Background: an optimization exercise with open tools, aiming at small area, a short achievable clock period and few clock cycles. Do not read the settings as production practice. In this exercise RTL edits were held to simulation tests only and were not proved equivalent to the original.

===== design/flow/design.v =====
`default_nettype none
package qsim_pkg;
  localparam int MEM_DATA_W = 64;
  localparam int MEM_ADDR_W = 16;
  localparam int PART_W     = 32;
  localparam int FRAC_BITS  = 16;
  localparam int MAX_QUBITS = 4;
  localparam int MAX_STATES = 16;
  localparam int IDX_W      = 5;
  localparam int GATE_W     = 16;
  typedef struct packed {
    logic [PART_W-1:0] re;
    logic [PART_W-1:0] im;
  } sample_t;
  typedef struct packed {
    logic [MEM_DATA_W/2-1:0] qubits;
    logic [MEM_DATA_W/2-1:0] gates;
  } header_t;
  typedef union packed {
    header_t hdr;
    sample_t sample;
  } mem_word_u;
  typedef enum logic [2:0] {
    idle,
    read_header,
    load_state,
    compute,
    write_out,
    finish
  } phase_t;
endpackage
`default_nettype wire
`default_nettype none
`timescale 1ns/100ps
module qsim_ctrl (
  input  logic             clk,
  input  logic             reset_n,
  input  logic             dut_valid,
  input  logic             load_last,
  input  logic             gate_last,
  input  logic             compute_last,
  input  logic             write_last,
  output qsim_pkg::phase_t phase,
  output logic             dut_ready
);
  qsim_pkg::phase_t phase_next;
  logic   start;
  logic   header_wait;
  assign start = dut_valid && dut_ready;
  always_comb begin
    phase_next = phase;
    case (phase)
      qsim_pkg::idle: begin
        if (start) begin
          phase_next = qsim_pkg::read_header;
        end
      end
      qsim_pkg::read_header: begin
        if (header_wait) begin
          phase_next = qsim_pkg::load_state;
        end
      end
      qsim_pkg::load_state: begin
        if (load_last) begin
          phase_next = qsim_pkg::compute;
        end
      end
      qsim_pkg::compute: begin
        if (gate_last && compute_last) begin
          phase_next = qsim_pkg::write_out;
        end
      end
      qsim_pkg::write_out: begin
        if (write_last) begin
          phase_next = qsim_pkg::finish;
        end
      end
      qsim_pkg::finish: begin
        phase_next = qsim_pkg::idle;
      end
      default: begin
        phase_next = qsim_pkg::idle;
      end
    endcase
  end
  always_ff @(posedge clk) begin
    if (!reset_n) begin
      phase       <= qsim_pkg::idle;
      header_wait <= 1'b0;
      dut_ready   <= 1'b0;
    end else begin
      phase       <= phase_next;
      header_wait <= (phase == qsim_pkg::read_header) && !header_wait;
      dut_ready   <= ((phase == qsim_pkg::idle) && !start) || (phase == qsim_pkg::finish);
    end
  end
endmodule
`default_nettype wire
`default_nettype none
`timescale 1ns/100ps
module qsim_index_counter (
  input  logic                                clk,
  input  logic                                reset_n,
  input  qsim_pkg::phase_t                    phase,
  input  qsim_pkg::mem_word_u                 in_read_data,
  output logic [qsim_pkg::MEM_ADDR_W-1:0]     in_read_address,
  output logic [qsim_pkg::MEM_ADDR_W-1:0]     gate_read_address,
  output logic [qsim_pkg::MEM_ADDR_W-1:0]     out_write_address,
  output logic                                out_write_enable,
  output logic [qsim_pkg::IDX_W-1:0]          col_index,
  output logic [qsim_pkg::IDX_W-1:0]          row_index,
  output logic                                load_last,
  output logic                                row_start,
  output logic                                row_last,
  output logic                                gate_last,
  output logic                                compute_last,
  output logic                                write_last
);
  logic [qsim_pkg::IDX_W-1:0]  q_size;
  logic [qsim_pkg::IDX_W-1:0]  q_size_in;
  logic [qsim_pkg::IDX_W-1:0]  q_last;
  logic [qsim_pkg::GATE_W-1:0] m_count;
  logic [qsim_pkg::GATE_W-1:0] gate_count;
  logic              draining;
  logic [1:0]        drain_count;
  logic              issuing;
  logic              col_wrap;
  logic              row_wrap;
  always_comb begin
    if (in_read_data.hdr.qubits > qsim_pkg::MAX_QUBITS) begin
      q_size_in = qsim_pkg::IDX_W'(qsim_pkg::MAX_STATES);
    end else begin
      q_size_in = qsim_pkg::IDX_W'(1) << in_read_data.hdr.qubits;
    end
  end
  assign q_last   = q_size - 1'b1;
  assign col_wrap = (col_index == q_last);
  assign row_wrap = (row_index == q_last);
  assign issuing  = (phase == qsim_pkg::compute) && !draining && (m_count != '0);
  assign load_last    = (phase == qsim_pkg::load_state) && (col_index == q_size);
  assign gate_last    = (draining && (drain_count == 2'd3)) ||
                        ((phase == qsim_pkg::compute) && (m_count == '0));
  assign compute_last = (phase == qsim_pkg::compute) &&
                        ((m_count == '0) || (gate_count == m_count - 1'b1));
  assign write_last   = (phase == qsim_pkg::write_out) && col_wrap;
  always_ff @(posedge clk) begin
    if (!reset_n) begin
      in_read_address   <= '0;
      gate_read_address <= '0;
      out_write_address <= '0;
      out_write_enable  <= 1'b0;
      col_index         <= '0;
      row_index         <= '0;
      row_start         <= 1'b0;
      row_last          <= 1'b0;
      q_size            <= '0;
      m_count           <= '0;
      gate_count        <= '0;
      draining          <= 1'b0;
      drain_count       <= '0;
    end else begin
      row_start        <= issuing && (col_index == '0);
      row_last         <= issuing && col_wrap;
      out_write_enable <= (phase == qsim_pkg::write_out);
      case (phase)
        qsim_pkg::idle: begin
          in_read_address   <= '0;
          gate_read_address <= '0;
          col_index         <= '0;
          row_index         <= '0;
          gate_count        <= '0;
          draining          <= 1'b0;
          drain_count       <= '0;
        end
        qsim_pkg::read_header: begin
          q_size          <= q_size_in;
          m_count         <= in_read_data.hdr.gates[qsim_pkg::GATE_W-1:0];
          in_read_address <= qsim_pkg::MEM_ADDR_W'(1);
          col_index       <= '0;
        end
        qsim_pkg::load_state: begin
          in_read_address <= in_read_address + 1'b1;
          col_index       <= load_last ? '0 : col_index + 1'b1;
        end
        qsim_pkg::compute: begin
          if (issuing) begin
            gate_read_address <= gate_read_address + 1'b1;
            col_index         <= col_wrap ? '0 : col_index + 1'b1;
            if (col_wrap) begin
              row_index <= row_wrap ? '0 : row_index + 1'b1;
              draining  <= row_wrap;
            end
          end else if (draining) begin
            drain_count <= drain_count + 1'b1;
            if (gate_last) begin
              draining   <= 1'b0;
              gate_count <= gate_count + 1'b1;
            end
          end
        end
        qsim_pkg::write_out: begin
          out_write_address <= qsim_pkg::MEM_ADDR_W'(col_index);
          col_index         <= col_index + 1'b1;
        end
        default: begin
        end
      endcase
    end
  end
endmodule
`default_nettype wire
`default_nettype none
`timescale 1ns/100ps
module qsim_state_buffer (
  input  logic                            clk,
  input  qsim_pkg::phase_t                phase,
  input  qsim_pkg::mem_word_u             in_read_data,
  input  logic [qsim_pkg::IDX_W-1:0]      load_index,
  input  logic [qsim_pkg::IDX_W-1:0]      col_index,
  input  logic [qsim_pkg::IDX_W-1:0]      row_index,
  input  logic                            result_valid,
  input  qsim_pkg::sample_t               result,
  input  logic                            gate_last,
  output qsim_pkg::sample_t               amplitude,
  output logic [qsim_pkg::MEM_DATA_W-1:0] out_write_data
);
  logic [qsim_pkg::MEM_DATA_W-1:0] cur_vec  [qsim_pkg::MAX_STATES];
  logic [qsim_pkg::MEM_DATA_W-1:0] next_vec [qsim_pkg::MAX_STATES];
  logic [qsim_pkg::IDX_W-1:0] row_pipe [3];
  always_ff @(posedge clk) begin
    row_pipe[0] <= row_index;
    row_pipe[1] <= row_pipe[0];
    row_pipe[2] <= row_pipe[1];
  end
  always_ff @(posedge clk) begin
    amplitude <= cur_vec[col_index[qsim_pkg::MAX_QUBITS-1:0]];
  end
  always_ff @(posedge clk) begin
    if (phase == qsim_pkg::load_state) begin
      cur_vec[load_index[qsim_pkg::MAX_QUBITS-1:0]]  <= in_read_data.sample;
      next_vec[load_index[qsim_pkg::MAX_QUBITS-1:0]] <= in_read_data.sample;
    end else begin
      if (result_valid) begin
        next_vec[row_pipe[2][qsim_pkg::MAX_QUBITS-1:0]] <= result;
      end
      if (gate_last) begin
        for (int k = 0; k < qsim_pkg::MAX_STATES; k++) begin
          cur_vec[k] <= next_vec[k];
        end
      end
    end
  end
  assign out_write_data = {amplitude.re, amplitude.im};
endmodule
`default_nettype wire
`default_nettype none
`timescale 1ns/100ps
module qsim_cmac (
  input  logic              clk,
  input  logic              reset_n,
  input  qsim_pkg::sample_t gate_word,
  input  qsim_pkg::sample_t amplitude,
  input  logic              row_start,
  input  logic              row_last,
  output logic              result_valid,
  output qsim_pkg::sample_t result
);
  qsim_pkg::sample_t           gate_q;
  qsim_pkg::sample_t           amp_q;
  logic              start_q;
  logic              last_q;
  logic [qsim_pkg::PART_W-1:0] base_re;
  logic [qsim_pkg::PART_W-1:0] base_im;
  function automatic logic [qsim_pkg::PART_W-1:0] fx_mul(input logic [qsim_pkg::PART_W-1:0] a,
                                                input logic [qsim_pkg::PART_W-1:0] b);
    logic signed [2*qsim_pkg::PART_W-1:0] full;
    full = $signed(a) * $signed(b);
    fx_mul = full[qsim_pkg::FRAC_BITS +: qsim_pkg::PART_W];
  endfunction
  always_ff @(posedge clk) begin
    gate_q <= gate_word;
    amp_q  <= amplitude;
  end
  always_ff @(posedge clk) begin
    if (!reset_n) begin
      start_q      <= 1'b0;
      last_q       <= 1'b0;
      result_valid <= 1'b0;
    end else begin
      start_q      <= row_start;
      last_q       <= row_last;
      result_valid <= last_q;
    end
  end
  assign base_re = start_q ? '0 : result.re;
  assign base_im = start_q ? '0 : result.im;
  always_ff @(posedge clk) begin
    result.re <= base_re + fx_mul(gate_q.re, amp_q.re) - fx_mul(gate_q.im, amp_q.im);
    result.im <= base_im + fx_mul(gate_q.re, amp_q.im) + fx_mul(gate_q.im, amp_q.re);
  end
endmodule
`default_nettype wire
`default_nettype none
`timescale 1ns/100ps
module qsim_top (
  input  logic                            clk,
  input  logic                            reset_n,
  input  logic                            dut_valid,
  output logic                            dut_ready,
  output logic [qsim_pkg::MEM_ADDR_W-1:0] in_read_address,
  input  logic [qsim_pkg::MEM_DATA_W-1:0] in_read_data,
  output logic [qsim_pkg::MEM_ADDR_W-1:0] gate_read_address,
  input  logic [qsim_pkg::MEM_DATA_W-1:0] gate_read_data,
  output logic                            out_write_enable,
  output logic [qsim_pkg::MEM_ADDR_W-1:0] out_write_address,
  output logic [qsim_pkg::MEM_DATA_W-1:0] out_write_data
);
  qsim_pkg::phase_t           phase;
  logic             load_last;
  logic             row_start;
  logic             row_last;
  logic             gate_last;
  logic             compute_last;
  logic             write_last;
  logic [qsim_pkg::IDX_W-1:0] col_index;
  logic [qsim_pkg::IDX_W-1:0] row_index;
  logic [qsim_pkg::IDX_W-1:0] load_index;
  qsim_pkg::sample_t          amplitude;
  logic             result_valid;
  qsim_pkg::sample_t          result;
  always_ff @(posedge clk) begin
    load_index <= col_index;
  end
  qsim_ctrl u_ctrl (
    .clk          (clk),
    .reset_n      (reset_n),
    .dut_valid    (dut_valid),
    .load_last    (load_last),
    .gate_last    (gate_last),
    .compute_last (compute_last),
    .write_last   (write_last),
    .phase        (phase),
    .dut_ready    (dut_ready)
  );
  qsim_index_counter u_counter (
    .clk               (clk),
    .reset_n           (reset_n),
    .phase             (phase),
    .in_read_data      (in_read_data),
    .in_read_address   (in_read_address),
    .gate_read_address (gate_read_address),
    .out_write_address (out_write_address),
    .out_write_enable  (out_write_enable),
    .col_index         (col_index),
    .row_index         (row_index),
    .load_last         (load_last),
    .row_start         (row_start),
    .row_last          (row_last),
    .gate_last         (gate_last),
    .compute_last      (compute_last),
    .write_last        (write_last)
  );
  qsim_state_buffer u_buffer (
    .clk            (clk),
    .phase          (phase),
    .in_read_data   (in_read_data),
    .load_index     (load_index),
    .col_index      (col_index),
    .row_index      (row_index),
    .result_valid   (result_valid),
    .result         (result),
    .gate_last      (gate_last),
    .amplitude      (amplitude),
    .out_write_data (out_write_data)
  );
  qsim_cmac u_cmac (
    .clk          (clk),
    .reset_n      (reset_n),
    .gate_word    (gate_read_data),
    .amplitude    (amplitude),
    .row_start    (row_start),
    .row_last     (row_last),
    .result_valid (result_valid),
    .result       (result)
  );
endmodule
`default_nettype wire

===== design/flow/run.sh =====
#!/bin/bash
# synth_recipe.tcl (not shown) runs the flow's synth.tcl, then flattens the netlist and writes it again
# the make line also repeats each setting of config.mk as NAME=value (left out here)
make -C /OpenROAD-flow-scripts/flow DESIGN_CONFIG=/design/flow/config.mk WORK_HOME=/design/flow/orfs CLKGATE_MAP_FILE= SYNTH_SCRIPT=/design/flow/synth_recipe.tcl finish

===== design/flow/config.mk =====
export PLATFORM = sky130hd
export DESIGN_NAME = qsim_top
export DESIGN_NICKNAME = qsim_top
export VERILOG_FILES = /design/flow/design.v
export SDC_FILE = /design/flow/constraint.sdc
export NUM_CORES = 4
export LEC_CHECK = 0
export CAP_MARGIN = 20
export CORE_MARGIN = 2
export CORE_UTILIZATION = 40
export SLEW_MARGIN = 20

===== design/flow/constraint.sdc =====
create_clock -name core_clock -period 12.5 [get_ports {clk}]
set_input_delay 2.5000 -clock core_clock [delete_from_list [all_inputs] [get_ports {clk}]]
set_output_delay 2.5000 -clock core_clock [all_outputs]
set_load 0.01 [all_outputs]

==> summary.txt <==
-- logic make-up after synthesis --
group / after synthesis / share of synthesized area
AOI/OAI and AO/OA: 1614 / 0.0545
buffers and inverters: 4603 / 0.0831
adders and majority gates: 4138 / 0.370
muxes: 330 / 0.0350
DFF: 2418 / 0.330
xor gates and xnor gates: 377 / 0.0159
and+or+nand+nor: 4608 / 0.112
other: 1 / 0.0000179
-- synth_stat cells (all sizes together) (9+ instances only) --
| master | n | area (µm²) |
|---|---|---|
| and2 | 1976 | 12400 |
| nor2 | 185 | 694 |
| o21ai | 123 | 616 |
| nand2 | 1994 | 7480 |
| dfxtp | 370 | 7410 |
| mux4 | 320 | 7210 |
| a31oi | 26 | 163 |
| clkbuf | 1075 | 4040 |
| edfxtp | 2048 | 61500 |
| mux2i | 9 | 90.1 |
| a21o | 1111 | 8340 |
| o211ai | 13 | 97.6 |
| nor4 | 14 | 103 |
| o21a | 36 | 270 |
| a211oi | 17 | 128 |
| or3 | 21 | 131 |
| and4 | 14 | 123 |
| nor2b | 76 | 475 |
| a21oi | 188 | 945 |
| o31ai | 9 | 67.6 |
| nand3 | 62 | 310 |
| fa | 3415 | 68400 |
| nand2b | 112 | 701 |
| buf | 95 | 457 |
| nor3 | 51 | 255 |
| o21bai | 18 | 135 |
| a211o | 10 | 87.6 |
| nor3b | 9 | 67.6 |
| and3 | 34 | 213 |
| xor2 | 106 | 928 |
| nand4 | 24 | 150 |
| or2 | 16 | 100 |
| xnor2 | 269 | 2360 |
| inv | 3433 | 12900 |
| ha | 723 | 9050 |
-- worst max-delay path by stage --
stage / slack [ns] / end / depth (start not counted)
final: 0.49 / u_cmac.result[31] / 37
after global routing: 0.12 / u_cmac.result[31] / 37
after CTS: 0.58 / u_cmac.result[31] / 37
after detailed placement: 0.66 / u_cmac.result[31] / 37
after global placement: 0.76 / u_cmac.result[31] / 37
after floorplan: 2.34 / u_cmac.result[63] / 42
-- flip-flops by register name, indices dropped and copies added (netlist names), 2 cells and up --
register	count
u_counter.row_index	5
u_counter.gate_read_address	16
u_counter.q_size	5
load_index	4
u_counter.gate_count	16
u_counter.col_index	5
u_counter.m_count	16
u_ctrl.phase	3
u_buffer.amplitude	64
u_counter.out_write_address	5
u_cmac.gate_q	64
u_buffer.next_vec	1024
u_buffer.cur_vec	1024
u_buffer.row_pipe	12
u_counter.drain_count	2
u_counter.in_read_address	16
u_cmac.result	64
u_cmac.amp_q	64
-- critical path, delay by kind of cell, from the launching register on --
kind                     cells  cell delay (ns)
AND/OR/NAND/NOR              5             1.06
buffers and inverters        7             1.04
XOR/XNOR                     8             1.99
AO/OA/AOI/OAI                7             2.13
adder cells (fa/ha/maj)     10             4.88
flip-flops                   1             0.75
-- placed cells by master, fill, tap and decap left out, drive strengths merged, types with 36 or more instances in the layout --
cell type and instances:
xor2 106, edfxtp 2048, xnor2 269, clkbuf 362, inv 3446, diode 99, o21a 36, clkinv 93
fa 3415, nor2b 76, nand3 62, o21ai 123, clkdlybuf4s50 233, ha 723, buf 437, and2 1976
nor3 51, nor2 185, nand2b 112, a21o 1111, nand2 1994, mux4 320, dfxtp 370, a21oi 188
-- routing by layer --
metal  wire length (µm)  track usage  vias to the layer above
met5                255            0                        -
met4              25700       0.0878                       38
met3              52900       0.0476                      987
met2             309000        0.408                     5084
met1             259000        0.329                    70600
li1                   -            -                    55700
-- final cells by class --
type | instances | area (µm²)
diodes | 99 | 248
clock buffers | 362 | 7400
clock inverters | 126 | 1390
fillers | 47900 | 292000
inverters | 3433 | 12900
multi-input cells | 11100 | 123000
flip-flops and latches | 2418 | 69100
well taps | 6942 | 8690
repair buffers | 670 | 6050
-- through the flow --
step	cell area [µm²]	hold WS, ns	setup slack [ns]
after global placement	220000	0.317	0.763
after floorplan	209000	0.310	2.34
after detailed placement	220000	0.312	0.663
final	229000	0.325	0.490
after CTS	229000	0.325	0.580
after global routing	229000	0.336	0.116
==> results by group <==
Worst setup path
  – Reg-to-reg endpoint: u_cmac.result[31]
  – Worst Path Arrival: 12.83 ns
  – Critical R2R Launch: u_cmac.amp_q[3]
  – Worst path required time: 13.32 ns
  – R2R cell count: 37
  – Element type at the critical path end: flop
  – Most used cell, CP: fa_1
  – CP Class: flop to flop
  – Worst reg2reg setup slack: 0.49 ns
  – CP startpoint: u_cmac.amp_q[3]
  – CP startpoint kind: flop
  – Crit-path max cell delay: 0.75 ns
  – Slowest-stage cell, CP: dfxtp_2
  – Critical Path Fanout Max: 32

CTS
  – Post-CTS Setup Repair Bufs: 0
  – Reg clk slew, reported paths: 0.06 ns
  – CTS resizes: 0
  – CTS tree: yes
  – Maximum clock path buffer count: 4
  – Cts-stage hold buffer count: 0
  – CTS H-tree depth: 5
  – CTS Buf Count: 268
  – CTS sink count: 2,418
  – Worst skew pair latency: 1.01 ns
  – Clk root buf: clkbuf_16

Global routing
  – First-pass GRT wire length: 965,000 µm
  – Largest net degree at the start of global routing: 208
  – Vias in the first global route: 141,000
  – Tot GR Track Use: 0.248
  – Grt ovf: 0
  – Initial antenna violation count: 68

Die
  – Rows: 265
  – Die Y: 727 µm
  – Initial Utilization: 0.401
  – Die width: 727 µm
  – Total die area: 529,000 µm²
  – Num ports: 245
  – Core area: 521,000 µm²

STA
  – Final setup TNS: 0 ns
  – Endpoints failing hold: 0
  – Slew Limit Fails: 0
  – # setup viols final: 0
  – Relative slew slack: 0.172
  – Slew @ Worst Pin: 1.24 ns
  – Clock Skew: 0.109 ns
  – Crit path time final: 12.01 ns
  – Max Fclk: 83.3 MHz
  – Period Utilization, post-route: 0.961
  – RSZ-0062 raised after global routing: no

Yosys
  – Post-Syn Area per Cell: 11.6 µm²
  – Ys Warns: 6
  – Seq/Total Area, Yosys: 0.330
  – Number of synthesized register bits: 2,418
  – Synth cell types: 77
  – Number of synthesized flops with an enable pin: 2,048
  – Asr flop ratio synth: 0
  – Instance count of the mapped netlist: 18,100
  – Main synth FF type: edfxtp_1
  – Cell Area, Synth: 209,000 µm²

Routing
  – Vias: 132,000
  – DRC: 0
  – DR iter-0 viols: 12,000
  – Wire length per cell: 25.7 µm
  – Drt total wl: 647,000 µm
  – DRT antenna net count: 0
  – DR pass1 iterations: 6
  – Vias per Instance: 5.27

Flow run
  – Max_cap viols: 0

Cells and area
  – Layout Cells excl Fill: 25,100
  – Final core area utilization: 0.440
  – Share of cells above drive strength 1: 0.0753
  – P&R area growth vs syn: 9.54%
  – Nets: 22,100

Placement
  – Dpl hpwl: 475,000 µm
  – Placed cells: 24,500
  – RePlAce Congestion: 0.916
  – IO Port Bufs: 233

Min path
  – WHS Path Cells: 0
  – Hold Crit Class: flop to flop
  – Hold path startpoint: u_buffer.row_pipe[1][3]
  – Hold EP: u_buffer.row_pipe[2][3]

Outcome
  – Outcome: complete, no violations
Testbench counts, summed over its fixed seeds: cycles 62,372.

[static timing again, ports no longer ideal]
Ports are ideal in the flow. The routed layout listed here was re-timed in OpenROAD.
Step 1: set_driving_cell puts a clkbuf_16 on clk and a buf_2 on each other input, an assumption about the parent block.
Step 2 also shifts input and output timing later by t, the mid clock arrival at the registers, as if the neighbouring blocks saw the same clock.
a / b / c = ideal ports / drivers / drivers and shift; a / b = the first two.
shift t [ns]: 1.065
slack for setup (ns): 0.490 / 0.490 / 0.490
worst setup path after step 2: register to register
latest minus earliest clock arrival (ns): 0.120 / 0.120
After both steps this run still meets setup and hold. For this run, drivers alone change the setup slack by 0.000 ns; drivers and shift together by 0.000 ns.
